This design comes from an exercise in tuning for small area and a short achievable clock period on the open sky130 flow, not from production work. Only simulation tests tie the RTL to the original design; equivalence was not proved. No activity file was given, so power comes from the tool's default toggle rates.

===== design.v =====
module axis_frame_capture #(
  parameter int unsigned DATA_W = 32,
  parameter int unsigned DEPTH  = 64,
  parameter int unsigned ADDR_W = $clog2(DEPTH)
) (
  input  logic                       s_aclk,
  input  logic                       src_rst,
  input  logic [DATA_W-1:0]          s_axis_tdata,
  input  logic                       s_axis_tvalid,
  output logic                       s_axis_tready,
  input  logic                       s_axis_tlast,
  input  logic                       arm,
  output logic                       busy,
  output logic                       frame_done,
  output logic [ADDR_W:0]            frame_len,
  output logic                       overflow,
  output logic [DATA_W-1:0]          peak_abs,
  output logic [DATA_W+ADDR_W:0]     sum,
  input  logic [ADDR_W-1:0]          rd_addr,
  output logic [DATA_W-1:0]          rd_data
);
  localparam int unsigned SumW = DATA_W + ADDR_W + 1;
  logic                busy_q, done_q;
  logic [ADDR_W:0]     frame_len_q;
  logic [7:0]          wr_hi_q, wr_lo_q;
  logic                overflow_q;
  logic [DATA_W-1:0]   peak_abs_q;
  logic [SumW-1:0]     sum_q;
  logic [DATA_W-1:0]   rd_data_q;
  logic                start, beat, store, clr;
  logic                sgn;
  logic [DATA_W-1:0]   sample_abs;
  logic                gt_pos, gt_neg;
  logic [DATA_W:0]     lo_sum;
  logic [ADDR_W:0]     hi_q, hi_inc, hi_dec, hi_d;
  logic [DATA_W-1:0]   mem [DEPTH];
  assign s_axis_tready = 1'b1;
  assign start = !busy_q && arm;
  assign clr   = src_rst || start;
  assign beat  = busy_q && s_axis_tvalid;
  assign store = beat && !frame_len_q[ADDR_W];
  assign sgn        = s_axis_tdata[DATA_W-1];
  axis_capture_cmp #(.W(DATA_W)) u_cmp_pos (
    .a(s_axis_tdata), .b(peak_abs_q), .gt(gt_pos), .ge()
  );
  axis_capture_cmp #(.W(DATA_W)) u_cmp_neg (
    .a(~s_axis_tdata), .b(peak_abs_q), .gt(), .ge(gt_neg)
  );
  logic [DATA_W-1:0] pk_keep, pk_new, peak_d;
  assign pk_keep = clr ? '0 : peak_abs_q;
  assign pk_new  = clr ? '0 : sample_abs;
  for (genvar q = 0; q < 4; q++) begin : g_pk
    logic sel;
    axis_capture_pksel u_sel (
      .store(store), .sgn(sgn), .gt_pos(gt_pos), .ge_neg(gt_neg), .sel(sel)
    );
    for (genvar b = 0; b < 8; b++) begin : g_bit
      axis_capture_mux2 u_mux (
        .s(sel), .a0(pk_keep[8*q+b]), .a1(pk_new[8*q+b]), .y(peak_d[8*q+b])
      );
    end
  end
  axis_capture_abs #(.W(DATA_W)) u_abs (.x(s_axis_tdata), .y(sample_abs));
  logic lo_carry;
  assign lo_sum[DATA_W-1:0] = sum_q[DATA_W-1:0] + s_axis_tdata;
  axis_capture_cmp #(.W(DATA_W)) u_carry (
    .a(sum_q[DATA_W-1:0]), .b(~s_axis_tdata), .gt(lo_carry), .ge()
  );
  assign lo_sum[DATA_W] = lo_carry;
  assign hi_q   = sum_q[SumW-1:DATA_W];
  axis_capture_incdec #(.W(ADDR_W+1)) u_incdec (.x(hi_q), .inc(hi_inc), .dec(hi_dec));
  logic [ADDR_W:0] hi_c1, hi_c0;
  assign hi_c1 = sgn ? hi_q : hi_inc;
  assign hi_c0 = sgn ? hi_dec : hi_q;
  logic [ADDR_W:0] hi_k1, hi_k0;
  assign hi_k1 = clr ? '0 : store ? hi_c1 : hi_q;
  assign hi_k0 = clr ? '0 : store ? hi_c0 : hi_q;
  for (genvar b = 0; b <= ADDR_W; b++) begin : g_hi
    axis_capture_mux2 u_mux (.s(lo_sum[DATA_W]), .a0(hi_k0[b]), .a1(hi_k1[b]), .y(hi_d[b]));
  end
  logic [DATA_W-1:0] lo_keep, lo_d;
  logic              lo_take;
  assign lo_keep = clr ? '0 : sum_q[DATA_W-1:0];
  assign lo_take = store && !clr;
  for (genvar b = 0; b < DATA_W; b++) begin : g_lo
    axis_capture_mux2 u_mux (.s(lo_take), .a0(lo_keep[b]), .a1(lo_sum[b]), .y(lo_d[b]));
  end
  always_ff @(posedge s_aclk) begin
    peak_abs_q <= peak_d;
    sum_q      <= {hi_d, lo_d};
  end
  always_ff @(posedge s_aclk) begin
    if (clr) begin
      frame_len_q <= '0;
      wr_hi_q     <= 8'd1;
      wr_lo_q     <= 8'd1;
      overflow_q  <= 1'b0;
    end else if (store) begin
      frame_len_q <= frame_len_q + (ADDR_W+1)'(1);
      wr_lo_q     <= {wr_lo_q[6:0], wr_lo_q[7]};
      if (wr_lo_q[7]) wr_hi_q <= {wr_hi_q[6:0], wr_hi_q[7]};
    end else if (beat) begin
      overflow_q <= 1'b1;
    end
  end
  always_ff @(posedge s_aclk) begin
    if (src_rst) begin
      busy_q <= 1'b0;
      done_q <= 1'b0;
    end else if (start) begin
      busy_q <= 1'b1;
      done_q <= 1'b0;
    end else if (beat && s_axis_tlast) begin
      busy_q <= 1'b0;
      done_q <= 1'b1;
    end
  end
  logic [DEPTH-1:0] wen_l, wen_h;
  for (genvar i = 0; i < DEPTH; i++) begin : g_wen
    axis_capture_and3 u_l (.a(store), .b(wr_hi_q[i/8]), .c(wr_lo_q[i%8]), .y(wen_l[i]));
    axis_capture_and3 u_h (.a(store), .b(wr_hi_q[i/8]), .c(wr_lo_q[i%8]), .y(wen_h[i]));
  end
  always_ff @(posedge s_aclk) begin
    for (int i = 0; i < DEPTH; i++) begin
      if (wen_l[i]) mem[i][DATA_W/2-1:0]      <= s_axis_tdata[DATA_W/2-1:0];
      if (wen_h[i]) mem[i][DATA_W-1:DATA_W/2] <= s_axis_tdata[DATA_W-1:DATA_W/2];
    end
  end
  logic [7:0]        rd_hi, rd_lo;
  logic [DEPTH-1:0]  rd_sel_nl, rd_sel_nh;
  logic [DATA_W-1:0] rd_mux;
  logic [DATA_W-1:0] rd_g [32];
  logic [DATA_W-1:0] rd_p [16];
  logic [DATA_W-1:0] rd_q [4];
  always_comb begin
    for (int i = 0; i < 8; i++) begin
      rd_hi[i] = (rd_addr[5:3] == 3'(i));
      rd_lo[i] = (rd_addr[2:0] == 3'(i));
    end
  end
  for (genvar i = 0; i < DEPTH; i++) begin : g_sel
    axis_capture_nand2 u_l (.a(rd_hi[i/8]), .b(rd_lo[i%8]), .y(rd_sel_nl[i]));
    axis_capture_nand2 u_h (.a(rd_hi[i/8]), .b(rd_lo[i%8]), .y(rd_sel_nh[i]));
  end
  for (genvar b = 0; b < DATA_W; b++) begin : g_rd
    for (genvar g = 0; g < 32; g++) begin : g_oai
      axis_capture_oai22 u_oai (
        .a0(mem[2*g][b]),   .a1(b < DATA_W/2 ? rd_sel_nl[2*g] : rd_sel_nh[2*g]),
        .b0(mem[2*g+1][b]), .b1(b < DATA_W/2 ? rd_sel_nl[2*g+1] : rd_sel_nh[2*g+1]),
        .y (rd_g[g][b])
      );
    end
    axis_capture_nor3 u_r3 (.a(rd_g[0][b]), .b(rd_g[1][b]), .c(src_rst), .y(rd_p[0][b]));
    for (genvar k = 1; k < 16; k++) begin : g_r2
      axis_capture_nor2 u_r2 (.a(rd_g[2*k][b]), .b(rd_g[2*k+1][b]), .y(rd_p[k][b]));
    end
    for (genvar k = 0; k < 4; k++) begin : g_n4
      axis_capture_nand4 u_n4 (
        .a(rd_p[4*k][b]), .b(rd_p[4*k+1][b]), .c(rd_p[4*k+2][b]), .d(rd_p[4*k+3][b]),
        .y(rd_q[k][b])
      );
    end
    axis_capture_nor4 u_r4 (.a(rd_q[0][b]), .b(rd_q[1][b]), .c(rd_q[2][b]), .d(rd_q[3][b]), .y(rd_mux[b]));
  end
  always_ff @(posedge s_aclk) rd_data_q <= rd_mux;
  assign busy       = busy_q;
  assign frame_done = done_q;
  assign frame_len  = frame_len_q;
  assign overflow   = overflow_q;
  assign peak_abs   = peak_abs_q;
  assign sum        = sum_q;
  assign rd_data    = rd_data_q;
endmodule
module axis_capture_oai22 (
  input  logic a0, a1, b0, b1,
  output logic y
);
  assign y = ~((a0 | a1) & (b0 | b1));
endmodule
module axis_capture_incdec #(
  parameter int unsigned W = 7
) (
  input  logic [W-1:0] x,
  output logic [W-1:0] inc,
  output logic [W-1:0] dec
);
  assign inc = x + W'(1);
  assign dec = x - W'(1);
endmodule
module axis_capture_cmp #(
  parameter int unsigned W = 32
) (
  input  logic [W-1:0] a,
  input  logic [W-1:0] b,
  output logic         gt,
  output logic         ge
);
  localparam int unsigned L = $clog2(W);
  logic [W-1:0] g [L+1];
  logic [W-1:0] e [L+1];
  assign g[0] = a & ~b;
  assign e[0] = a | ~b;
  for (genvar l = 0; l < L; l++) begin : g_lvl
    for (genvar i = 0; i < (W >> (l + 1)); i++) begin : g_node
      if (l % 2 == 0) begin : g_aoi
        axis_capture_aoi21 u_g (.a(e[l][2*i+1]), .b(g[l][2*i]), .c(g[l][2*i+1]), .y(g[l+1][i]));
        axis_capture_aoi21 u_e (.a(e[l][2*i+1]), .b(e[l][2*i]), .c(g[l][2*i+1]), .y(e[l+1][i]));
      end else begin : g_oai
        axis_capture_oai21 u_g (.a(e[l][2*i+1]), .b(g[l][2*i]), .c(g[l][2*i+1]), .y(g[l+1][i]));
        axis_capture_oai21 u_e (.a(e[l][2*i+1]), .b(e[l][2*i]), .c(g[l][2*i+1]), .y(e[l+1][i]));
      end
    end
    for (genvar i = (W >> (l + 1)); i < W; i++) begin : g_pad
      assign g[l+1][i] = 1'b0;
      assign e[l+1][i] = 1'b0;
    end
  end
  assign gt = (L % 2 == 1) ? ~g[L][0] : g[L][0];
  assign ge = (L % 2 == 1) ? ~e[L][0] : e[L][0];
endmodule
module axis_capture_aoi21 (input logic a, b, c, output logic y);
  assign y = ~((a & b) | c);
endmodule
module axis_capture_oai21 (input logic a, b, c, output logic y);
  assign y = ~((a | b) & c);
endmodule
module axis_capture_mux2 (input logic s, a0, a1, output logic y);
  assign y = s ? a1 : a0;
endmodule
module axis_capture_pksel (input logic store, sgn, gt_pos, ge_neg, output logic sel);
  assign sel = store && (sgn ? ge_neg : gt_pos);
endmodule
module axis_capture_abs #(
  parameter int unsigned W = 32
) (
  input  logic [W-1:0] x,
  output logic [W-1:0] y
);
  localparam int unsigned L = $clog2(W);
  logic [W-1:0] o [L+1];
  always_comb begin
    o[0] = {x[W-2:0], 1'b0};
    for (int l = 0; l < L; l++)
      for (int i = 0; i < W; i++)
        o[l+1][i] = (i >= (1 << l)) ? (o[l][i] | o[l][i - (1 << l)]) : o[l][i];
    y = x ^ ({W{x[W-1]}} & o[L]);
  end
endmodule
module axis_capture_nor4 (input logic a, b, c, d, output logic y);
  assign y = ~(a | b | c | d);
endmodule
module axis_capture_nor2 (input logic a, b, output logic y);
  assign y = ~(a | b);
endmodule
module axis_capture_nand4 (input logic a, b, c, d, output logic y);
  assign y = ~(a & b & c & d);
endmodule
module axis_capture_and3 (input logic a, b, c, output logic y);
  assign y = a & b & c;
endmodule
module axis_capture_nor3 (input logic a, b, c, output logic y);
  assign y = ~(a | b | c);
endmodule
module axis_capture_nand2 (input logic a, b, output logic y);
  assign y = ~(a & b);
endmodule

===== flow/run.sh =====
#!/bin/bash
# Standard layout in two parts: ports get a plain buffer instead of the slow default port
# buffer; the repair after global routing aims at a smaller setup margin than the earlier
# steps, so it only fixes what routing made worse.
set -euo pipefail
export BUFFER_PORTS_ARGS="-buffer_cell sky130_fd_sc_hd__buf_2"
bash standard.sh cts > standard_cts.log 2>&1
bash standard.sh SETUP_SLACK_MARGIN=2.5 finish > standard_finish.log 2>&1

===== config.mk =====
export PLATFORM = sky130hd
export DESIGN_NAME = axis_frame_capture
export DESIGN_NICKNAME = axis_frame_capture
export VERILOG_FILES = /design/flow/design.v
export SDC_FILE = /design/flow/constraint.sdc
export NUM_CORES = 4
export LEC_CHECK = 0
export CAP_MARGIN = 20
export CORE_MARGIN = 2
export CORE_UTILIZATION = 65
export CTS_BUF_LIST = sky130_fd_sc_hd__clkbuf_16
export CTS_CLUSTER_DIAMETER = 100
export CTS_CLUSTER_SIZE = 24
export PLACE_DENSITY = 0.75
export SETUP_SLACK_MARGIN = 2.6
export SLEW_MARGIN = 60
export SYNTH_HIERARCHICAL = 1
export SYNTH_MINIMUM_KEEP_SIZE = 0

===== standard.sh =====
#!/bin/bash
# synth_recipe.tcl (not shown) runs the flow's synth.tcl, then flattens the netlist and writes it again
# the make line also repeats each setting of config.mk as NAME=value (left out here)
make -C /OpenROAD-flow-scripts/flow DESIGN_CONFIG=/design/flow/config.mk WORK_HOME=/design/flow/orfs CLKGATE_MAP_FILE= SYNTH_SCRIPT=/design/flow/synth_recipe.tcl "${@:-finish}"

===== constraint.sdc =====
create_clock -name core_clock -period 5.0 [get_ports {s_aclk}]
set_input_delay 1.0000 -clock core_clock [delete_from_list [all_inputs] [get_ports {s_aclk}]]
set_output_delay 1.0000 -clock core_clock [all_outputs]
set_load 0.01 [all_outputs]

==> flow_summary.toml, run 1 <==
[timing]
finalSetupTns_ns = 0
finalCritPeriodShare_pct = 52.0
worst_pin_slew_ns = 0.608
fmax_ghz = 0.385
layout_min_cycle_time_ns = 2.60
timing.final.max_slew_violations = 0
rsz0062_at_grt = "true"
setup_viol = 0
hold_viol_final = 0
slew-limit-headroom_pct = 59.5
fin_skew_ns = 0.0402

[critical_path]
path_class = "in -> reg"
start_kind = "input port"
cp_max_fo = 16
worstSetupEndpointType = "flip-flop"
cp.arrival_ns = 3.26
worst-endpoint-required_ns = 5.66

[detailed_routing]
vias = 52200
drt_wl_total_mm = 235
drc_errors = 0
first_pass_iters = 6
drt_iter0_markers = 8752
via_per_inst = 7.06
ant_nets = 0
drt-wirelength-per-cell_microns = 31.9

[clocking]
htreeDepth = 3
cts_hold_buf = 0
cts_tree = "yes"
clock_sinks = 2177
clk_pin_slew_worst_paths_ns = 0.10
cts_buffers = 101
clk_latency_ns = 0.77
root_buffer = "clkbuf_16"
cts_buffer_depth = 3

[yosys]
synth_cells = 5236
avgSynthCellArea_sq_um = 15.9
synth_area_sq_um = 83200
ys_warn_count = 19
synth_nets = 5314

[cells_and_area]
nFillCells = 7446
layout.nets = 5719
antennaDiodeCount = 0
final_common_cell = "edfxtp_1"
final_area_sq_um = 94200
drive_gt1_share_pct = 23.4
layout_common_cells = "edfxtp_1 (2,048), o22ai_1 (1,019), nor2_1 (488)"
syn2layout_area_growth_pct = 13.2

[die]
fp.dieArea_sq_um = 131000
die_h_microns = 362
rows = 131
io-pin-count = 157
die_w_microns = 362
initial_core_util_pct = 65.3
core_sq_um = 127000

[global_routing]
overflow = 0
grt_pass1_vias = 48900
grt_max_degree = 88
grtUsageTotal_pct = 35.6
grt_pass1_wl_mm = 337
grt_antenna_before_repair = 7

[run_status]
status = "finished clean"

[place]
gp_congestion = 0.942
hpwlAfterDp_mm = 150
place_area_sq_um = 88500
port_buffers = 155

[pwr]
power.density_nw_per_um2 = 329
vdd_drop_max_mv = 0.288
leakage_nw = 31.0

[run]
drv_cap = 0

[min_path]
hold_path_class = "in -> reg"
==> flip-flops by register name, summed over array words and instances, names as in the netlist <==
signal and cells:
mem 2048, sum_q 39, peak_abs_q 32, rd_data_q 32, wr_hi_q 8, wr_lo_q 8, frame_len_q 7, busy_q 1
done_q 1, overflow_q 1
==> through the flow <==
step                      instances  setup slack [ns]  util [%]  total power, mW  hold WS, ns
after global placement         7107             0.932      69.1             21.9        0.441
after CTS                      7372              2.51      73.5             30.8        0.426
after detailed placement       7123              1.19      69.5             22.0        0.456
final                          7391              2.40      73.9             30.9        0.460
after global routing           7391              2.43      73.9             31.6        0.454
after floorplan                5236              2.12         -             21.1        0.505
==> metal layers <==
layer	wire, microns	GRT usage [%]	up-vias	part of all wire (%)
met1	86200	53.1	26000	37
met2	106000	53.0	3748	45
met3	34900	7.86	430	15
met4	8640	11.4	6	3.7
li1	-	-	21900	-
met5	50	0	-	0.021
==> cell type report <==
class,count,area (sq um),area share [%]
multi-input combinational,2977,21500,22.8
timing repair buffer,339,3230,3.43
inverter,45,210,0.223
sequential,2177,64200,68.2
clock inverter,90,387,0.411
tap,1662,2080,2.21
clock buffer,101,2530,2.68
==> what timing repair did <==
| item | CTS | global route |
|---|---|---|
| cloned | 7 | 3 |
| hold endpoints to repair | 0 | 0 |
| pin swaps | 81 | 28 |
| setup buffers | 51 | 13 |
| setup endpoints to repair | 1809 | 74 |
| resized for setup | 391 | 73 |
==> worst max-delay path, cell delays in order <==
cell	delay, ns
buf_2	0.28
nor3b_4	0.08
buf_4	0.21
buf_4	0.30
nand2_8	0.21
o22ai_1	0.12
nor2_1	0.27
nand4_1	0.39
nor4_2	0.36
==> final timing paths <==
| check | startpoint | endpoint | slack [ns] | depth (start not counted) |
|---|---|---|---|---|
| max | rd_addr[3] | rd_data_q[28] | 2.40 | 9 |
| min | s_axis_tlast | busy_q | 0.46 | 2 |
| max reg2reg | sum_q[0] | sum_q[26] | 2.50 | 10 |
| min reg2reg | wr_lo_q[1] | wr_lo_q[1] | 0.47 | 2 |
==> report_power, final <==
group          internal [mW]  switching, mW
Sequential              19.9         0.0941
Combinational          0.569           1.22
Clock                   3.73           5.40
Total                   24.2           6.71
==> run 2: changes to the inputs <==
--- a/design.v
+++ b/design.v
@@ -62,10 +62,7 @@
   end
   axis_capture_abs #(.W(DATA_W)) u_abs (.x(s_axis_tdata), .y(sample_abs));
-  logic lo_carry;
-  assign lo_sum[DATA_W-1:0] = sum_q[DATA_W-1:0] + s_axis_tdata;
-  axis_capture_cmp #(.W(DATA_W)) u_carry (
-    .a(sum_q[DATA_W-1:0]), .b(~s_axis_tdata), .gt(lo_carry), .ge()
+  axis_capture_add32 u_add (
+    .a(sum_q[DATA_W-1:0]), .b(s_axis_tdata), .s(lo_sum[DATA_W-1:0]), .cout(lo_sum[DATA_W])
   );
-  assign lo_sum[DATA_W] = lo_carry;
   assign hi_q   = sum_q[SumW-1:DATA_W];
   axis_capture_incdec #(.W(ADDR_W+1)) u_incdec (.x(hi_q), .inc(hi_inc), .dec(hi_dec));
@@ -265,2 +262,67 @@
   assign y = ~(a & b);
 endmodule
+module axis_capture_add32 (
+  input  logic [31:0] a,
+  input  logic [31:0] b,
+  output logic [31:0] s,
+  output logic        cout
+);
+  localparam int L = 5;
+  logic [31:0] g [L+1];
+  logic [31:0] t [L+1];
+  logic [31:0] p;
+  assign g[0] = a & b;
+  assign t[0] = a | b;
+  assign p    = a ^ b;
+  for (genvar k = 1; k <= L; k++) begin : g_lvl
+    for (genvar i = 0; i < 32; i++) begin : g_bit
+      if (i >= (1 << (k - 1))) begin : g_merge
+        localparam int J = i - (1 << (k - 1));
+        localparam bit OWN_INV = ((k - 1) % 2) == 1;
+        localparam bit J_INV = ((($clog2(J + 1) < k - 1) ? $clog2(J + 1) : k - 1) % 2) == 1;
+        logic gj, tj;
+        if (J_INV != OWN_INV) begin : g_fix
+          axis_capture_inv u_ig (.a(g[k-1][J]), .y(gj));
+          if (k < L) begin : g_it
+            axis_capture_inv u_it (.a(t[k-1][J]), .y(tj));
+          end else begin : g_nit
+            assign tj = 1'b0;
+          end
+        end else begin : g_same
+          assign gj = g[k-1][J];
+          assign tj = (k < L) ? t[k-1][J] : 1'b0;
+        end
+        if (!OWN_INV) begin : g_pos
+          axis_capture_aoi21 u_g (.a(t[k-1][i]), .b(gj), .c(g[k-1][i]), .y(g[k][i]));
+          if (k < L) begin : g_t
+            axis_capture_nand2 u_t (.a(t[k-1][i]), .b(tj), .y(t[k][i]));
+          end else begin : g_nt
+            assign t[k][i] = 1'b0;
+          end
+        end else begin : g_neg
+          axis_capture_oai21 u_g (.a(t[k-1][i]), .b(gj), .c(g[k-1][i]), .y(g[k][i]));
+          if (k < L) begin : g_t
+            axis_capture_nor2 u_t (.a(t[k-1][i]), .b(tj), .y(t[k][i]));
+          end else begin : g_nt
+            assign t[k][i] = 1'b0;
+          end
+        end
+      end else begin : g_pass
+        assign g[k][i] = g[k-1][i];
+        assign t[k][i] = t[k-1][i];
+      end
+    end
+  end
+  assign s[0] = p[0];
+  for (genvar i = 1; i < 32; i++) begin : g_sum
+    if (((($clog2(i) < L) ? $clog2(i) : L) % 2) == 1) begin : g_inv
+      assign s[i] = ~(p[i] ^ g[L][i-1]);
+    end else begin : g_pos
+      assign s[i] = p[i] ^ g[L][i-1];
+    end
+  end
+  assign cout = ((($clog2(32) < L) ? $clog2(32) : L) % 2) == 1 ? ~g[L][31] : g[L][31];
+endmodule
+module axis_capture_inv (input logic a, output logic y);
+  assign y = ~a;
+endmodule
--- a/flow/run.sh
+++ b/flow/run.sh
@@ -6,3 +6,3 @@
 export BUFFER_PORTS_ARGS="-buffer_cell sky130_fd_sc_hd__buf_2"
 bash standard.sh cts > standard_cts.log 2>&1
-bash standard.sh SETUP_SLACK_MARGIN=2.5 finish > standard_finish.log 2>&1
+bash standard.sh SETUP_SLACK_MARGIN=2.6 finish > standard_finish.log 2>&1
--- a/config.mk
+++ b/config.mk
@@ -13,5 +13,5 @@
 export CTS_CLUSTER_SIZE = 24
 export PLACE_DENSITY = 0.75
-export SETUP_SLACK_MARGIN = 2.6
+export SETUP_SLACK_MARGIN = 2.7
 export SLEW_MARGIN = 60
 export SYNTH_HIERARCHICAL = 1
==> run 2 against run 1 <==
Still clean. Worst hold slack improved by 0.019 ns. Sequential share of layout area increased by 0.15 points. Critical path depth decreased by 1. Synthesized cell count increased by 1.3%. Clock power increased by 0.7%. First-iteration DRC count increased by 2.5%. Sequential cell count unchanged. Wire length increased by 1.5%. Critical path type unchanged. Largest cell class unchanged. Highest routed layer unchanged.
==> flow_summary.toml, run 2 <==
[detailed_routing]
ant_nets = 0
drc_errors = 0
vias = 52400
drt-wirelength-per-cell_microns = 32.0
via_per_inst = 7.02
first_pass_iters = 6
drt_iter0_markers = 8970
drt_wl_total_mm = 239

[timing]
layout_min_cycle_time_ns = 2.50
slew-limit-headroom_pct = 57.2
finalCritPeriodShare_pct = 50.0
hold_viol_final = 0
rsz0062_at_grt = "true"
fmax_ghz = 0.400
worst_pin_slew_ns = 0.642
timing.final.max_slew_violations = 0
setup_viol = 0
finalSetupTns_ns = 0
fin_skew_ns = 0.0579

[critical_path]
start_kind = "input port"
cp_top_family = "simple AND/OR/NAND/NOR gates"
critical_path_buf_inv_count = 2
cp_common_cell = "buf_4"
path_class = "in -> reg"
cp.arrival_ns = 3.19
worstSetupStartpoint = "rd_addr[1]"
slowest_stage = "nand4_1"
worst-endpoint-required_ns = 5.69
r2r-start = "peak_abs_q[15]"
max_stage_delay_ns = 0.56
cp_max_fo = 16
path_cells = "buf_4 -> nor3_4 -> buf_4 -> nand2_4 -> o22ai_1 -> nor2_1 -> nand4_1 -> nor4_2"
worstSetupEndpointType = "flip-flop"

[pwr]
power.density_nw_per_um2 = 328
power_mw = 30.9
vdd_drop_max_mv = 0.355
leakage_nw = 31.2

[yosys]
synth_cells = 5306
synth_area_sq_um = 83400
ys_warn_count = 24
avgSynthCellArea_sq_um = 15.7
synth_nets = 5415

[global_routing]
grt_max_degree = 101
grt_pass1_vias = 49300
grt_pass1_wl_mm = 339
grt_busiest_layer = "met2"
met3_usage_pct = 7.73
grtUsageTotal_pct = 36.0
grt_util_met1_pct = 51.0
grt_antenna_before_repair = 7
use_met2_pct = 55.5
overflow = 0

[cells_and_area]
top_regs = "mem: 2048 flops, sum_q: 39 flops"
final_area_sq_um = 94200
largest_reg_flops = 2048
top_register = "mem"
final_common_cell = "edfxtp_1"
layout_common_cells = "edfxtp_1 (2,048), o22ai_1 (1,022), nor2_1 (515)"
nFillCells = 7632
layout.nets = 5850
drive_gt1_share_pct = 22.8
syn2layout_area_growth_pct = 12.9

[die]
core_sq_um = 128000
fp.dieArea_sq_um = 131000
rows = 131
initial_core_util_pct = 65.4
io-pin-count = 157
die_h_microns = 362
die_w_microns = 362

[clocking]
htreeDepth = 3
cts_tree = "yes"
cts_buffer_depth = 3
cts_buffers = 101
root_buffer = "clkbuf_16"
clk_latency_ns = 0.78
clk_pin_slew_worst_paths_ns = 0.10
clock_sinks = 2177

[place]
hpwlAfterDp_mm = 148
gp_congestion = 0.935
place_area_sq_um = 88400
port_buffers = 155

[min_path]
min_from = "wr_hi_q[6]"
hold_path_class = "reg -> reg"

[run]
drv_cap = 0

[run_status]
status = "finished clean"
[run 2: worst register-to-register path, stage by stage, from the launching register on]
cell and delay [ns]:
dfxtp_4 0.36, buf_6 0.13, nor2b_2 0.16, a21oi_2 0.07, o21ai_2 0.20, a21oi_2 0.08, o21ai_2 0.22, a21oi_2 0.10
inv_2 0.16, mux2i_2 0.12, nor2b_4 0.15, buf_12 0.15, mux2_4 0.30
[run 2: worst paths after layout]
path / cells past startpoint / end / slack [ns]
hold reg to reg: 2 / wr_hi_q[7] / 0.48
setup / recovery: 8 / rd_data_q[17] / 2.50
setup reg to reg: 12 / peak_abs_q[23] / 2.66
hold / removal: 2 / wr_hi_q[7] / 0.48
[run 2: cell type report]
cell class              instances  area, sq um  share of cell area (%)
diodes                          3         7.51                 0.00797
inverters                     143          568                   0.603
repair buffers                372         3680                    3.91
well taps                    1662         2080                    2.21
clock buffers                 103         2580                    2.74
clock inverters                67          355                   0.377
multi-input cells            2946        20500                    21.8
flip-flops and latches       2177        64400                    68.4
[run 2: repair_timing]
item | CTS | global route
gates cloned | 6 | 4
hold buffers | 0 | 0
resized for setup | 412 | 73
endpoints found under the setup margin | 1872 | 66
buffers inserted | 79 | 14
pin swaps | 58 | 40
[run 2: where the power goes]
group          total, mW  internal [mW]  switching (mW)
logic               1.72          0.528            1.19
clock network       9.18           3.78            5.40
registers           20.0           19.9          0.0695
[run 2: stage by stage]
step | hold slack, ns | util, % | std cells | setup slack, ns
after floorplan | 0.505 | - | 5306 | 2.18
after global placement | 0.448 | 68.8 | 7172 | 0.859
after detailed placement | 0.459 | 69.3 | 7193 | 1.26
after CTS | 0.442 | 73.3 | 7448 | 2.61
after global routing | 0.458 | 73.8 | 7470 | 2.55
final | 0.479 | 73.8 | 7473 | 2.50
[run 2: routing by layer]
layer	vias to the layer above	routed length [microns]	part of all wire (%)
li1	22100	-	-
met1	26200	85000	36
met2	3633	111000	46
met3	504	32600	14
met4	4	10600	4.4
met5	-	24	0.010
==> run 3: changes to the inputs <==
--- a/flow/run.sh
+++ b/flow/run.sh
@@ -6,3 +6,3 @@
 export BUFFER_PORTS_ARGS="-buffer_cell sky130_fd_sc_hd__buf_2"
 bash standard.sh cts > standard_cts.log 2>&1
-bash standard.sh SETUP_SLACK_MARGIN=2.6 finish > standard_finish.log 2>&1
+bash standard.sh SETUP_SLACK_MARGIN=2.5 finish > standard_finish.log 2>&1
--- a/config.mk
+++ b/config.mk
@@ -13,5 +13,5 @@
 export CTS_CLUSTER_SIZE = 24
 export PLACE_DENSITY = 0.75
-export SETUP_SLACK_MARGIN = 2.7
+export SETUP_SLACK_MARGIN = 2.6
 export SLEW_MARGIN = 60
 export SYNTH_HIERARCHICAL = 1
==> run 3 against run 2 <==
Largest cell class unchanged. Worst setup slack worse by 0.012 ns. Critical endpoint is now rd_data_q[4]. Maximum frequency down 0.46%. Synthesized area unchanged. Still clean on timing, DRC and antenna.
==> flow_summary.toml, run 3 <==
[run_status]
status = "finished clean"

[timing]
hold_viol_final = 0
fmax_ghz = 0.398
worst_pin_slew_ns = 0.632
worst_slack_ns = 2.49
finalCritPeriodShare_pct = 50.3
hold_ws_ns = 0.501
rsz0062_at_grt = "true"
slew-limit-headroom_pct = 57.8
finalSetupTns_ns = 0
layout_min_cycle_time_ns = 2.51
timing.final.max_slew_violations = 0
setup_viol = 0
fin_skew_ns = 0.0458

[critical_path]
r2r_end = "sum_q[26]"
r2r_slack_ns = 2.66
max_stage_delay_ns = 0.55
cp_max_fo = 8
critical_path_buf_inv_count = 3
cp_top_family = "simple AND/OR/NAND/NOR gates"
start_kind = "input port"
slowest_stage = "nand4_1"
cp.arrival_ns = 3.20
worstSetupEndpointType = "flip-flop"
worst-endpoint-required_ns = 5.68
path_cells = "buf_4 -> nor3b_4 -> buf_6 -> buf_8 -> nand2_8 -> o22ai_1 -> nor2_2 -> nand4_1 -> nor4_2"
r2r-start = "sum_q[9]"
path_class = "in -> reg"
reg2reg_depth = 10

[pwr]
power_mw = 30.9
leakage_nw = 30.9
power.density_nw_per_um2 = 332
vdd_drop_max_mv = 0.269

[min_path]
min_from = "overflow_q"
hold_path_class = "reg -> reg"
whs_path_depth = 2
holdPathEnd = "overflow_q"

[global_routing]
grt_pass1_wl_mm = 329
grt_pass1_vias = 48500
grt_antenna_before_repair = 14
grtUsageTotal_pct = 34.7
grt_max_degree = 100
overflow = 0

[die]
die_w_microns = 362
io-pin-count = 157
die_h_microns = 362
initial_core_util_pct = 65.4
core_sq_um = 128000
fp.dieArea_sq_um = 131000
rows = 131

[detailed_routing]
ant_nets = 0
drc_errors = 0
vias = 52000
via_per_inst = 7.01
drt_iter0_markers = 8413
first_pass_iters = 6
drt-wirelength-per-cell_microns = 31.1
drt_wl_total_mm = 231

[run]
drv_cap = 0

[cells_and_area]
instances_no_fill = 7421
top_register = "mem"
drive_gt1_share_pct = 20.7
nFillCells = 7728
final_core_util_pct = 72.8
largest_reg_flops = 2048
syn2layout_area_growth_pct = 11.3
layout_common_cells = "edfxtp_1 (2,048), o22ai_1 (1,023), nor2_1 (518)"
top_regs = "mem: 2048 flops, sum_q: 39 flops"
final_area_sq_um = 92800
final_common_cell = "edfxtp_1"
layout.nets = 5796

[clocking]
clk_pin_slew_worst_paths_ns = 0.10
cts_tree = "yes"
root_buffer = "clkbuf_16"
cts_buffer_depth = 3
clock_sinks = 2177
clk_latency_ns = 0.78
htreeDepth = 3
cts_hold_buf = 0
cts_buffers = 101

[yosys]
synth_area_sq_um = 83400
synth_nets = 5415
synth_cells = 5306
ys_warn_count = 24
avgSynthCellArea_sq_um = 15.7

[place]
place_area_sq_um = 87800
dp_cells = 7169
hpwlAfterDp_mm = 146
gp_congestion = 0.944
dpl_worst_slack_ns = 1.09
port_buffers = 155
## run 3: cell type report
type	count	area, sq um	area share (%)
Clock buffer	103	2580	2.78
Timing Repair Buffer	319	2880	3.10
Multi-Input combinational cell	2945	20200	21.7
Inverter	143	552	0.594
Sequential cell	2177	64200	69.1
Clock inverter	66	378	0.407
Antenna cell	6	15.0	0.0162
Tap cell	1662	2080	2.24
## run 3: routing by layer
layer	GRT usage [%]	part of all wire, %	up-vias
met4	11.8	3.7	4
met3	7.83	14	425
met1	50.7	37	26100
met5	0	0.011	-
li1	-	-	22000
met2	52.3	46	3488
## run 3: power by group
| part | switching, mW | internal, mW | leakage (nW) |
|---|---|---|---|
| Sequential | 0.0632 | 19.9 | 19.5 |
| Clock | 5.39 | 3.84 | 1.65 |
| Combinational | 1.15 | 0.472 | 9.78 |
| Total | 6.60 | 24.2 | 30.9 |
## run 3: worst max path at each step
stage	from	end	slack [ns]	cells after the start
2_1_floorplan	s_axis_tdata[10]	peak_abs_q[20]	2.18	8
3_3_place_gp	rd_addr[2]	rd_data_q[4]	0.98	8
3_5_place_dp	rd_addr[1]	rd_data_q[4]	1.09	10
4_1_cts	rd_addr[5]	rd_data_q[4]	2.52	9
5_1_grt	rd_addr[4]	rd_data_q[4]	2.48	9
6_report	rd_addr[3]	rd_data_q[4]	2.49	9
## run 3: timing repair
item / 4_1_cts / 5_1_grt
endpoints found under the hold margin: 0 / 0
buffers inserted: 29 / 39
cloned: 3 / 2
endpoints found under the setup margin: 2199 / 43
pin swaps: 31 / 22
resized for setup: 261 / 69
## run 3: worst min-delay path, delay by kind of cell (launching register included)
family	cells	cell delay, ns
DFF	1	0.35
AOI/OAI and AO/OA	1	0.05
and+or+nand+nor	1	0.07
==> run 4: changes to the inputs <==
--- a/config.mk
+++ b/config.mk
@@ -14,5 +14,5 @@
 export PLACE_DENSITY = 0.75
 export SETUP_SLACK_MARGIN = 2.6
-export SLEW_MARGIN = 60
+export SLEW_MARGIN = 45
 export SYNTH_HIERARCHICAL = 1
 export SYNTH_MINIMUM_KEEP_SIZE = 0
==> run 4 against run 3 <==
Still clean. Non-clock buffer count down 28. Sequential power is essentially flat. Final cell count is 0.43% lower. Sequential share of layout area grew 0.13 points. Synthesized area unchanged. Synthesized cell count unchanged. Critical path type unchanged. Largest power group unchanged.
==> flow_summary.toml, run 4 <==
[run_status]
status = "finished clean"

[run]
drv_cap = 0

[clocking]
clk_latency_ns = 0.75
clk_pin_slew_worst_paths_ns = 0.10
cts_hold_buf = 0
cts_buffer_depth = 3
cts_tree = "yes"
cts_buffers = 101
htreeDepth = 3
clock_sinks = 2177
root_buffer = "clkbuf_16"

[pwr]
switching_share_pct = 21.4
combPwrFrac_pct = 5.3
seq_power_share_pct = 64.8
leakage_nw = 30.9
vdd_drop_max_mv = 0.332
power.density_nw_per_um2 = 333
p_sw_mw = 6.61
power_mw = 30.9
p_int_mw = 24.3
clock_power_share_pct = 30.0

[critical_path]
start_kind = "input port"
reg2reg_depth = 5
path_depth = 8
worstSetupEndpointType = "flip-flop"
worst-endpoint-required_ns = 5.66
cp_top_family = "simple AND/OR/NAND/NOR gates"
cp_max_fo = 16
critical_path_buf_inv_count = 2
cp.arrival_ns = 3.19
max_stage_delay_ns = 0.40
path_cells = "buf_4 -> nor3b_4 -> buf_6 -> nand2_2 -> o22ai_1 -> nor2_1 -> nand4_1 -> nor4_2"
path_class = "in -> reg"
slowest_stage = "nand4_1"

[yosys]
synth_cells = 5306
avgSynthCellArea_sq_um = 15.7
ys_warn_count = 24
synth_area_sq_um = 83400
synth_nets = 5415

[die]
rows = 131
io-pin-count = 157
fp.dieArea_sq_um = 131000
die_h_microns = 362
core_sq_um = 128000
die_w_microns = 362
initial_core_util_pct = 65.4

[timing]
worst_slack_ns = 2.47
fmax_ghz = 0.395
fin_skew_ns = 0.0220
finalCritPeriodShare_pct = 50.7
hold_ws_ns = 0.500
hold_viol_final = 0
rsz0062_at_grt = "true"
layout_min_cycle_time_ns = 2.53
setup_viol = 0
timing.final.max_slew_violations = 0
finalSetupTns_ns = 0
slew-limit-headroom_pct = 44.6
worst_pin_slew_ns = 0.830

[min_path]
hold_path_class = "reg -> reg"
whs_path_depth = 2

[global_routing]
grt_pass1_wl_mm = 333
grt_antenna_before_repair = 9
grt_pass1_vias = 48500
grtUsageTotal_pct = 35.0
overflow = 0
grt_max_degree = 100

[detailed_routing]
via_per_inst = 7.01
vias = 51800
drc_errors = 0
drt-wirelength-per-cell_microns = 31.3
first_pass_iters = 5
drt_wl_total_mm = 232
ant_nets = 0
drt_iter0_markers = 8661

[cells_and_area]
layout_common_cells = "edfxtp_1 (2,048), o22ai_1 (1,023), nor2_1 (525)"
instances_no_fill = 7389
top_regs = "mem: 2048 flops, sum_q: 39 flops"
syn2layout_area_growth_pct = 11.0
nFillCells = 7917
largest_reg_flops = 2048
drive_gt1_share_pct = 20.1
seqCellArea_sq_um = 64200
top_register = "mem"
layout.nets = 5768
multi_input_area_sq_um = 20200
final_common_cell = "edfxtp_1"

[place]
port_buffers = 155
gp_congestion = 0.944
dp_cells = 7160
dpl_worst_slack_ns = 1.12
hpwlAfterDp_mm = 146
==> run 4: stage by stage <==
| step | util [%] | instance area (sq um) |
|---|---|---|
| floorplan | - | 84000 |
| global placement | 68.4 | 87200 |
| detailed placement | 68.5 | 87300 |
| CTS | 72.4 | 92300 |
| global route | 72.6 | 92600 |
| finish | 72.6 | 92600 |
==> run 4: worst min-delay path: cells and delay by family (launching register included) <==
kind	cells	cell delay, ns
flip-flops	1	0.35
AND/OR/NAND/NOR	1	0.07
AO/OA/AOI/OAI	1	0.05
==> run 4: power by group through the flow <==
stage	Sequential (mW)	Combinational, mW	Clock (mW)
3_3_place_gp	20.4	1.38	0
2_1_floorplan	20.4	0.598	0
3_5_place_dp	20.4	1.43	0
5_1_grt	20.0	1.69	9.83
6_report	20.0	1.63	9.25
4_1_cts	20.0	1.57	9.27
==> run 4: cell type report <==
type	count	area share (%)
Clock inverter	62	0.315
Multi-Input combinational cell	2945	21.8
Tap cell	1662	2.24
Antenna cell	3	0.00810
Timing Repair Buffer	291	2.91
Clock buffer	106	2.86
Sequential cell	2177	69.3
Inverter	143	0.596
==> run 4: per-layer routing <==
layer | GRT usage, % | part of all wire, % | vias up
li1 | - | - | 21900
met1 | 51.6 | 37 | 25900
met2 | 53.3 | 46 | 3538
met3 | 7.53 | 14 | 371
met4 | 10.8 | 3.3 | 4
met5 | 0 | 0.0099 | -
==> run 4: path summary, 6_finish.rpt <==
| path | from | end | slack, ns |
|---|---|---|---|
| max | rd_addr[0] | rd_data_q[23] | 2.47 |
| max reg2reg | busy_q | mem[33][2] | 2.68 |
| min | overflow_q | overflow_q | 0.50 |
| min reg2reg | overflow_q | overflow_q | 0.50 |
==> run 4: repair_timing <==
item,CTS,global route
pin swaps,38,12
gates cloned,8,0
buffers inserted,45,3
endpoints found under the setup margin,2201,50
gates resized for setup,370,48
==> run 5: changes to the inputs <==
--- a/flow/run.sh
+++ b/flow/run.sh
@@ -6,3 +6,3 @@
 export BUFFER_PORTS_ARGS="-buffer_cell sky130_fd_sc_hd__buf_2"
 bash standard.sh cts > standard_cts.log 2>&1
-bash standard.sh SETUP_SLACK_MARGIN=2.5 finish > standard_finish.log 2>&1
+bash standard.sh SETUP_SLACK_MARGIN=2.55 finish > standard_finish.log 2>&1
--- a/config.mk
+++ b/config.mk
@@ -13,6 +13,6 @@
 export CTS_CLUSTER_SIZE = 24
 export PLACE_DENSITY = 0.75
-export SETUP_SLACK_MARGIN = 2.6
-export SLEW_MARGIN = 45
+export SETUP_SLACK_MARGIN = 2.65
+export SLEW_MARGIN = 60
 export SYNTH_HIERARCHICAL = 1
 export SYNTH_MINIMUM_KEEP_SIZE = 0
==> run 5 against run 4 <==
Synthesized cell count stayed put. Largest power group unchanged. Critical path depth rose by 1. Total power is 0.27% lower. Synthesized area is the same. Final cell count rose by 0.55%. Clock power fell by 1%. Largest cell class unchanged.
==> flow_summary.toml, run 5 <==
[timing]
slew-limit-headroom_pct = 58.0
rsz0062_at_grt = "true"
fmax_ghz = 0.400
fin_skew_ns = 0.0420
worst_slack_ns = 2.50
hold_viol_final = 0
layout_min_cycle_time_ns = 2.50
finalCritPeriodShare_pct = 50.0
finalSetupTns_ns = 0
setup_viol = 0
hold_ws_ns = 0.482
timing.final.max_slew_violations = 0
worst_pin_slew_ns = 0.630

[detailed_routing]
drt_iter0_markers = 8671
vias = 51900
drc_errors = 0
drt-wirelength-per-cell_microns = 31.5
drt_wl_total_mm = 234
ant_nets = 0
first_pass_iters = 6
via_per_inst = 6.98

[critical_path]
r2r_end = "peak_abs_q[10]"
r2r-start = "peak_abs_q[3]"
cp.arrival_ns = 3.16
reg2reg_depth = 12
path_class = "in -> reg"
r2r_slack_ns = 2.61
max_stage_delay_ns = 0.52
worstSetupEndpointType = "flip-flop"
worst-endpoint-required_ns = 5.66
cp_top_family = "simple AND/OR/NAND/NOR gates"
cp_common_cell = "buf_4"
critical_path_buf_inv_count = 3
path_cells = "buf_4 -> nor3_4 -> buf_4 -> buf_4 -> nand2_8 -> o22ai_1 -> nor2_1 -> nand4_1 -> nor4_2"
cp_max_fo = 16
start_kind = "input port"
slowest_stage = "nand4_1"

[yosys]
synth_area_sq_um = 83400
ys_warn_count = 24
synth_cells = 5306
synth_nets = 5415
avgSynthCellArea_sq_um = 15.7

[place]
dpl_worst_slack_ns = 1.31
port_buffers = 155
dp_cells = 7167
gp_congestion = 0.954
hpwlAfterDp_mm = 146

[pwr]
p_int_mw = 24.2
vdd_drop_max_mv = 0.276
switching_share_pct = 21.5
leakage_nw = 30.9
power.density_nw_per_um2 = 329
clock_power_share_pct = 29.7
p_sw_mw = 6.63
combPwrFrac_pct = 5.4
seq_power_share_pct = 64.9

[cells_and_area]
syn2layout_area_growth_pct = 12.2
top_register = "mem"
largest_reg_flops = 2048
nFillCells = 7696
layout.nets = 5799
final_core_util_pct = 73.4
final_common_cell = "edfxtp_1"
layout_common_cells = "edfxtp_1 (2,048), o22ai_1 (1,019), nor2_1 (503)"
top_regs = "mem: 2048 flops, sum_q: 39 flops"
instances_no_fill = 7430
drive_gt1_share_pct = 21.6

[die]
die_w_microns = 362
die_h_microns = 362
core_sq_um = 128000
initial_core_util_pct = 65.4
io-pin-count = 157
rows = 131
fp.dieArea_sq_um = 131000

[run_status]
status = "finished clean"

[global_routing]
grt_pass1_vias = 48400
grt_antenna_before_repair = 4
overflow = 0
grt_max_degree = 101
grt_pass1_wl_mm = 334
grtUsageTotal_pct = 35.3

[clocking]
cts_hold_buf = 0
cts_buffers = 101
htreeDepth = 3
clk_latency_ns = 0.77
clk_pin_slew_worst_paths_ns = 0.09
cts_tree = "yes"
clock_sinks = 2177
cts_buffer_depth = 3
root_buffer = "clkbuf_16"

[min_path]
hold_path_class = "reg -> reg"
min_from = "overflow_q"
whs_path_depth = 2
holdPathEnd = "overflow_q"

[run]
drv_cap = 0
[run 5: how the worst max path moves through the flow]
stage	startpoint	endpoint	slack [ns]	depth (start not counted)
after detailed placement	s_axis_tdata[7]	peak_abs_q[0]	1.31	12
final	rd_addr[1]	rd_data_q[13]	2.50	9
after global placement	rd_addr[3]	rd_data_q[16]	1.25	7
after CTS	rd_addr[1]	rd_data_q[13]	2.57	9
after floorplan	s_axis_tdata[10]	peak_abs_q[20]	2.18	8
after global routing	s_axis_tdata[21]	peak_abs_q[28]	2.49	8
[run 5: repair_timing]
action,CTS,global route
setup buffers,53,18
cloned,7,1
gates resized for setup,378,56
pin swaps,36,25
setup endpoints to repair,2201,60
[run 5: metal layers]
layer	wire, microns	part of all wire, %	vias up	global-route usage, %
met5	26	0.011	-	0
met4	8170	3.5	4	12.4
met2	105000	45	3516	52.5
met3	34600	15	396	8.97
met1	85800	37	26000	51.7
li1	-	-	22000	-
[run 5: worst reg2reg max path, delay by kind of cell, from the launching register on]
| kind | cells | cell delay, ns |
|---|---|---|
| AOI/OAI and AO/OA | 5 | 0.84 |
| muxes | 2 | 0.51 |
| DFF | 1 | 0.41 |
| buffers and inverters | 3 | 0.37 |
| and+or+nand+nor | 2 | 0.13 |
[run 5: power groups by stage]
stage,sequential [mW],clock [mW],combinational (mW)
2_1_floorplan,20.4,0,0.603
3_3_place_gp,20.4,0,1.37
3_5_place_dp,20.4,0,1.44
4_1_cts,20.0,9.15,1.58
5_1_grt,20.0,9.75,1.72
6_report,20.0,9.14,1.66
[run 5: final cells by class]
class	count	area [sq um]	share of cell area, %
Antenna cell	2	5.00	0.00535
Clock buffer	102	2550	2.73
Clock inverter	77	349	0.373
Inverter	143	556	0.594
Multi-Input combinational cell	2944	20700	22.1
Sequential cell	2177	64300	68.7
Tap cell	1662	2080	2.22
Timing Repair Buffer	323	3100	3.32
[run 5: stage by stage]
step                      area, sq um  total power [mW]
after floorplan                 84500              21.0
after global placement          87600              21.8
after detailed placement        88100              21.9
after CTS                       93000              30.7
after global routing            93600              31.5
final                           93600              30.8
==> run 6: changes to the inputs <==
--- a/config.mk
+++ b/config.mk
@@ -14,5 +14,5 @@
 export PLACE_DENSITY = 0.75
 export SETUP_SLACK_MARGIN = 2.65
-export SLEW_MARGIN = 60
+export SLEW_MARGIN = 50
 export SYNTH_HIERARCHICAL = 1
 export SYNTH_MINIMUM_KEEP_SIZE = 0
==> run 6 against run 5 <==
Still clean. Worst hold slack got worse by 0.0079 ns. Via count increased by 0.24%. Global-route usage down 0.48 points. Total power grew 0.18%. Sequential cell count is the same. Synthesized cell count is the same. Clock power rose by 1%. Synthesized area is the same. Critical path type unchanged.
==> flow_summary.toml, run 6 <==
[clocking]
htreeDepth = 3
clk_pin_slew_worst_paths_ns = 0.09
root_buffer = "clkbuf_16"
cts_buffers = 101
clock_sinks = 2177
clk_latency_ns = 0.76
cts_buffer_depth = 3
cts_tree = "yes"
cts_hold_buf = 0

[die]
initial_core_util_pct = 65.4
core_sq_um = 128000
io-pin-count = 157
rows = 131
fp.dieArea_sq_um = 131000
die_h_microns = 362
die_w_microns = 362

[critical_path]
cp_max_fo = 16
worstSetupEndpointType = "flip-flop"
r2r_slack_ns = 2.65
worst-endpoint-required_ns = 5.66
start_kind = "input port"
cp.arrival_ns = 3.18
path_class = "in -> reg"
reg2reg_depth = 11

[place]
port_buffers = 155
hpwlAfterDp_mm = 146
dp_cells = 7161
gp_congestion = 0.954
dpl_worst_slack_ns = 1.17
place_area_sq_um = 87800

[timing]
finalSetupTns_ns = 0
layout_min_cycle_time_ns = 2.52
fmax_ghz = 0.398
finalCritPeriodShare_pct = 50.3
timing.final.max_slew_violations = 0
hold_viol_final = 0
worst_slack_ns = 2.48
rsz0062_at_grt = "true"
setup_viol = 0
fin_skew_ns = 0.0436
worst_pin_slew_ns = 0.729
slew-limit-headroom_pct = 51.4

[min_path]
hold_path_class = "reg -> reg"
whs_path_depth = 2

[cells_and_area]
top_register = "mem"
drive_gt1_share_pct = 20.8
final_area_sq_um = 93200
top_regs = "mem: 2048 flops, sum_q: 39 flops"
syn2layout_area_growth_pct = 11.7
final_common_cell = "edfxtp_1"
instances_no_fill = 7401
layout_common_cells = "edfxtp_1 (2,048), o22ai_1 (1,020), nor2_1 (508)"
nFillCells = 7741
layout.nets = 5763
largest_reg_flops = 2048

[global_routing]
grtUsageTotal_pct = 34.9
grt_pass1_wl_mm = 330
overflow = 0
grt_util_met1_pct = 51.8
grt_max_degree = 101
grt_pass1_vias = 48200
met3_usage_pct = 8.10
use_met2_pct = 52.3
grt_busiest_layer = "met2"
grt_antenna_before_repair = 9

[detailed_routing]
first_pass_iters = 6
ant_nets = 0
drt_wl_total_mm = 232
drt-wirelength-per-cell_microns = 31.3
drt_iter0_markers = 8387
drc_errors = 0
via_per_inst = 7.03
vias = 52000

[yosys]
synth_area_sq_um = 83400
ys_warn_count = 24
synth_nets = 5415
synth_cells = 5306
avgSynthCellArea_sq_um = 15.7

[run_status]
status = "finished clean"

[pwr]
vdd_drop_max_mv = 0.314
leakage_nw = 30.8
power.density_nw_per_um2 = 331

[run]
drv_cap = 0
run 6: cell types whose count changed in the layout (fill, tap and decap cells not counted), moves of 9 or more:
cell / before / now
dfxtp_1: 51 / 60
buf_4: 117 / 95
nand2_8: 21 / 8
buf_6: 41 / 30
dfxtp_2: 37 / 27
nand2_4: 45 / 56
run 6: through the flow:
| step | hold slack (ns) | power, mW | utilization (%) |
|---|---|---|---|
| after floorplan | 0.505 | 21.0 | - |
| after global placement | 0.447 | 21.8 | 68.7 |
| after detailed placement | 0.456 | 21.9 | 68.8 |
| after CTS | 0.479 | 30.8 | 72.7 |
| after global routing | 0.497 | 31.5 | 73.0 |
| final | 0.474 | 30.9 | 73.1 |
run 6: path summary, 6_finish.rpt:
kind / from / to
setup / recovery: rd_addr[4] / rd_data_q[6]
hold / removal: overflow_q / overflow_q
setup reg to reg: peak_abs_q[3] / peak_abs_q[6]
hold reg to reg: overflow_q / overflow_q
run 6: layout make-up:
type | count | area, sq um | area share (%)
inverter | 143 | 568 | 0.610
clock inverter | 75 | 368 | 0.395
sequential | 2177 | 64300 | 69.0
clock buffer | 105 | 2630 | 2.82
timing repair buffer | 288 | 2740 | 2.94
antenna | 8 | 20.0 | 0.0215
multi-input combinational | 2943 | 20500 | 22.0
tap | 1662 | 2080 | 2.23
run 6: where the power goes:
group / switching, mW / internal [mW] / leakage, nW
logic: 1.15 / 0.482 / 9.60
registers: 0.0670 / 19.9 / 19.5
clock network: 5.34 / 3.89 / 1.71
total: 6.56 / 24.3 / 30.8
run 6: repair_timing:
| item | in CTS | in global routing |
|---|---|---|
| gates resized for setup | 411 | 74 |
| endpoints found under the setup margin | 2213 | 165 |
| hold endpoints to repair | 0 | 0 |
| pin swaps | 26 | 36 |
| cloned | 4 | 4 |
| setup buffers | 39 | 3 |
run 6: critical path, cell delays in order:
cell and delay [ns]:
buf_4 0.17, nor3b_4 0.18, buf_6 0.19, buf_6 0.19
nand2_4 0.24, o22ai_1 0.15, nor2_1 0.33, nand4_1 0.35
nor4_2 0.33
run 6: per-layer routing:
layer	up-vias	share of wire (%)	routed length, microns
met2	3687	45	105000
met5	-	0.12	267
met3	366	15	33700
met4	8	3.2	7370
li1	21900	-	-
met1	26000	37	85300
==> run 7: changes to the inputs <==
--- a/flow/run.sh
+++ b/flow/run.sh
@@ -6,3 +6,3 @@
 export BUFFER_PORTS_ARGS="-buffer_cell sky130_fd_sc_hd__buf_2"
 bash standard.sh cts > standard_cts.log 2>&1
-bash standard.sh SETUP_SLACK_MARGIN=2.55 finish > standard_finish.log 2>&1
+bash standard.sh SETUP_SLACK_MARGIN=2.6 finish > standard_finish.log 2>&1
--- a/config.mk
+++ b/config.mk
@@ -14,5 +14,5 @@
 export PLACE_DENSITY = 0.75
 export SETUP_SLACK_MARGIN = 2.65
-export SLEW_MARGIN = 50
+export SLEW_MARGIN = 60
 export SYNTH_HIERARCHICAL = 1
 export SYNTH_MINIMUM_KEEP_SIZE = 0
==> run 7 against run 6 <==
Still clean. Sequential power barely moved. Synthesized area did not move. Worst hold slack improved by 0.0084 ns. Synthesized cell count did not move. Clock-buffer cell count fell by 3. Sequential share of layout area fell by 0.74 points. Critical endpoint is now peak_abs_q[28]. Highest routed layer unchanged.
==> flow_summary.toml, run 7 <==
[run_status]
status = "finished clean"

[detailed_routing]
drc_errors = 0
ant_nets = 0
first_pass_iters = 8
wl_met1_mm = 86.2
top_layer_used = "met5"
vias = 52100
drt_iter0_markers = 8740
drt_wl_total_mm = 235
wl_met3_mm = 34.4
drt-wirelength-per-cell_microns = 31.6
via_per_inst = 6.99
wl_met2_mm = 106

[global_routing]
grt_max_degree = 101
grt_pass1_vias = 48400
overflow = 0
grt_pass1_wl_mm = 334
grtUsageTotal_pct = 35.3
grt_antenna_before_repair = 5

[cells_and_area]
drive_gt1_share_pct = 22.3
layout.nets = 5828
syn2layout_area_growth_pct = 12.9
final_core_util_pct = 73.9
largest_reg_flops = 2048
top_register = "mem"
final_area_sq_um = 94200
top_regs = "mem: 2048 flops, sum_q: 39 flops"
final_common_cell = "edfxtp_1"
layout_common_cells = "edfxtp_1 (2,048), o22ai_1 (1,019), nor2_1 (490)"

[run]
drv_cap = 0

[timing]
worst_pin_slew_ns = 0.607
layout_min_cycle_time_ns = 2.48
rsz0062_at_grt = "true"
worst_slack_ns = 2.52
fmax_ghz = 0.404
hold_ws_ns = 0.483
hold_viol_final = 0
slew-limit-headroom_pct = 59.5
finalCritPeriodShare_pct = 49.5
timing.final.max_slew_violations = 0
fin_skew_ns = 0.0430
setup_viol = 0
finalSetupTns_ns = 0

[critical_path]
cp.arrival_ns = 3.11
worst-endpoint-required_ns = 5.64
cp_max_fo = 5
slowest_stage = "or4_4"
cp_top_family = "simple AND/OR/NAND/NOR gates"
start_kind = "input port"
path_class = "in -> reg"
cp_common_cell = "or4_4"
path_cells = "buf_16 -> buf_12 -> or4_4 -> or4_4 -> o41ai_4 -> xnor2_1 -> and3_1 -> mux2_4"
worstSetupEndpointType = "flip-flop"
critical_path_buf_inv_count = 2
max_stage_delay_ns = 0.50

[clocking]
cts_tree = "yes"
cts_buffer_depth = 3
cts_buffers = 101
root_buffer = "clkbuf_16"
clock_sinks = 2177
clk_latency_ns = 0.78
htreeDepth = 3
clk_pin_slew_worst_paths_ns = 0.09

[pwr]
vdd_drop_max_mv = 0.276
clock_power_share_pct = 29.7
seq_power_share_pct = 64.8
p_int_mw = 24.2
power.density_nw_per_um2 = 328
switching_share_pct = 21.6
combPwrFrac_pct = 5.5
p_sw_mw = 6.66
leakage_nw = 31.1

[die]
die_h_microns = 362
rows = 131
io-pin-count = 157
fp.dieArea_sq_um = 131000
core_sq_um = 128000
initial_core_util_pct = 65.4
die_w_microns = 362

[place]
place_area_sq_um = 88100
dpl_worst_slack_ns = 1.31
port_buffers = 155
gp_congestion = 0.954
hpwlAfterDp_mm = 146

[min_path]
hold_path_class = "reg -> reg"

[yosys]
synth_nets = 5415
synth_cells = 5306
synth_area_sq_um = 83400
avgSynthCellArea_sq_um = 15.7
ys_warn_count = 24
## run 7: per-layer routing
metal  GRT usage (%)  up-vias
met1            51.7    26100
met4            12.4        6
met2            52.5     3536
li1                -    22100
met5               0        -
met3            8.97      403
## run 7: path summary, 6_finish.rpt
path                    start        endpoint  slack (ns)  cells past startpoint
max          s_axis_tdata[21]  peak_abs_q[28]        2.52                      8
min reg2reg        overflow_q      overflow_q        0.48                      2
min                overflow_q      overflow_q        0.48                      2
max reg2reg     peak_abs_q[3]  peak_abs_q[10]        2.60                     12
## run 7: power by group through the flow
stage,combinational [mW],clock (mW),sequential [mW]
finish,1.70,9.16,20.0
CTS,1.58,9.15,20.0
global placement,1.37,0,20.4
global route,1.76,9.75,20.0
floorplan,0.603,0,20.4
detailed placement,1.44,0,20.4
## run 7: stage by stage
step                total power, mW  std cells
global route                   31.5       7458
CTS                            30.7       7406
detailed placement             21.9       7167
floorplan                      21.0       5306
global placement               21.8       7150
finish                         30.9       7458
## run 7: tightest hold or removal path, stage by stage (launching register included)
cell,delay (ns)
dfxtp_1,0.34
a31oi_1,0.04
nor2_1,0.07
## run 7: repair_timing
| action | 4_1_cts | 5_1_grt |
|---|---|---|
| setup buffers | 53 | 45 |
| endpoints found under the hold margin | 0 | 0 |
| gates resized for setup | 378 | 114 |
| hold buffers | 0 | 0 |
| cloned | 7 | 3 |
| pin swaps | 36 | 55 |
| endpoints found under the setup margin | 2201 | 351 |
## run 7: area by class of cell
| cell class | count | area, sq um |
|---|---|---|
| Clock inverter | 77 | 349 |
| Fill cell | 7605 | 33300 |
| Tap cell | 1662 | 2080 |
| Inverter | 143 | 568 |
| Sequential cell | 2177 | 64300 |
| Clock buffer | 102 | 2550 |
| Multi-Input combinational cell | 2944 | 20800 |
| Timing Repair Buffer | 352 | 3520 |
| Antenna cell | 1 | 2.50 |

re-timing with driven ports:
The results above use ideal ports. As a check the final layouts listed here were re-extracted and re-timed, cells and wires unchanged. Step 1 (the two cells are an assumption about what drives the block):
set clk [get_ports {s_aclk}]
set_driving_cell -lib_cell sky130_fd_sc_hd__clkbuf_16 $clk
set_driving_cell -lib_cell sky130_fd_sc_hd__buf_2 [delete_from_list [all_inputs] $clk]
Step 2 adds t to the input delays and takes it off the output delays; t is the mean of the earliest and latest rising clock arrival at the registers after step 1. Input paths then give back, and output paths get back, about the clock's delay inside the block. Three values: ideal, step 1, step 2; two values: the first two.
run	t, ns	setup slack, ns	pins driven straight from the clock port
run 1	0.834	2.401 / 2.380 / 1.546	1
run 2	0.836	2.498 / 2.512 / 1.676	1
run 3	0.840	2.486 / 2.470 / 1.630	1
run 4	0.822	2.466 / 2.378 / 1.556	1
run 5	0.839	2.498 / 2.333 / 1.494	1
run 6	0.821	2.484 / 2.372 / 1.551	1
run 7	0.844	2.523 / 2.361 / 1.517	1
After both steps every run listed still meets setup and hold. The setup slack of run 7, which loses most, moves by -0.162 ns with the drivers and by -1.006 ns with both steps.
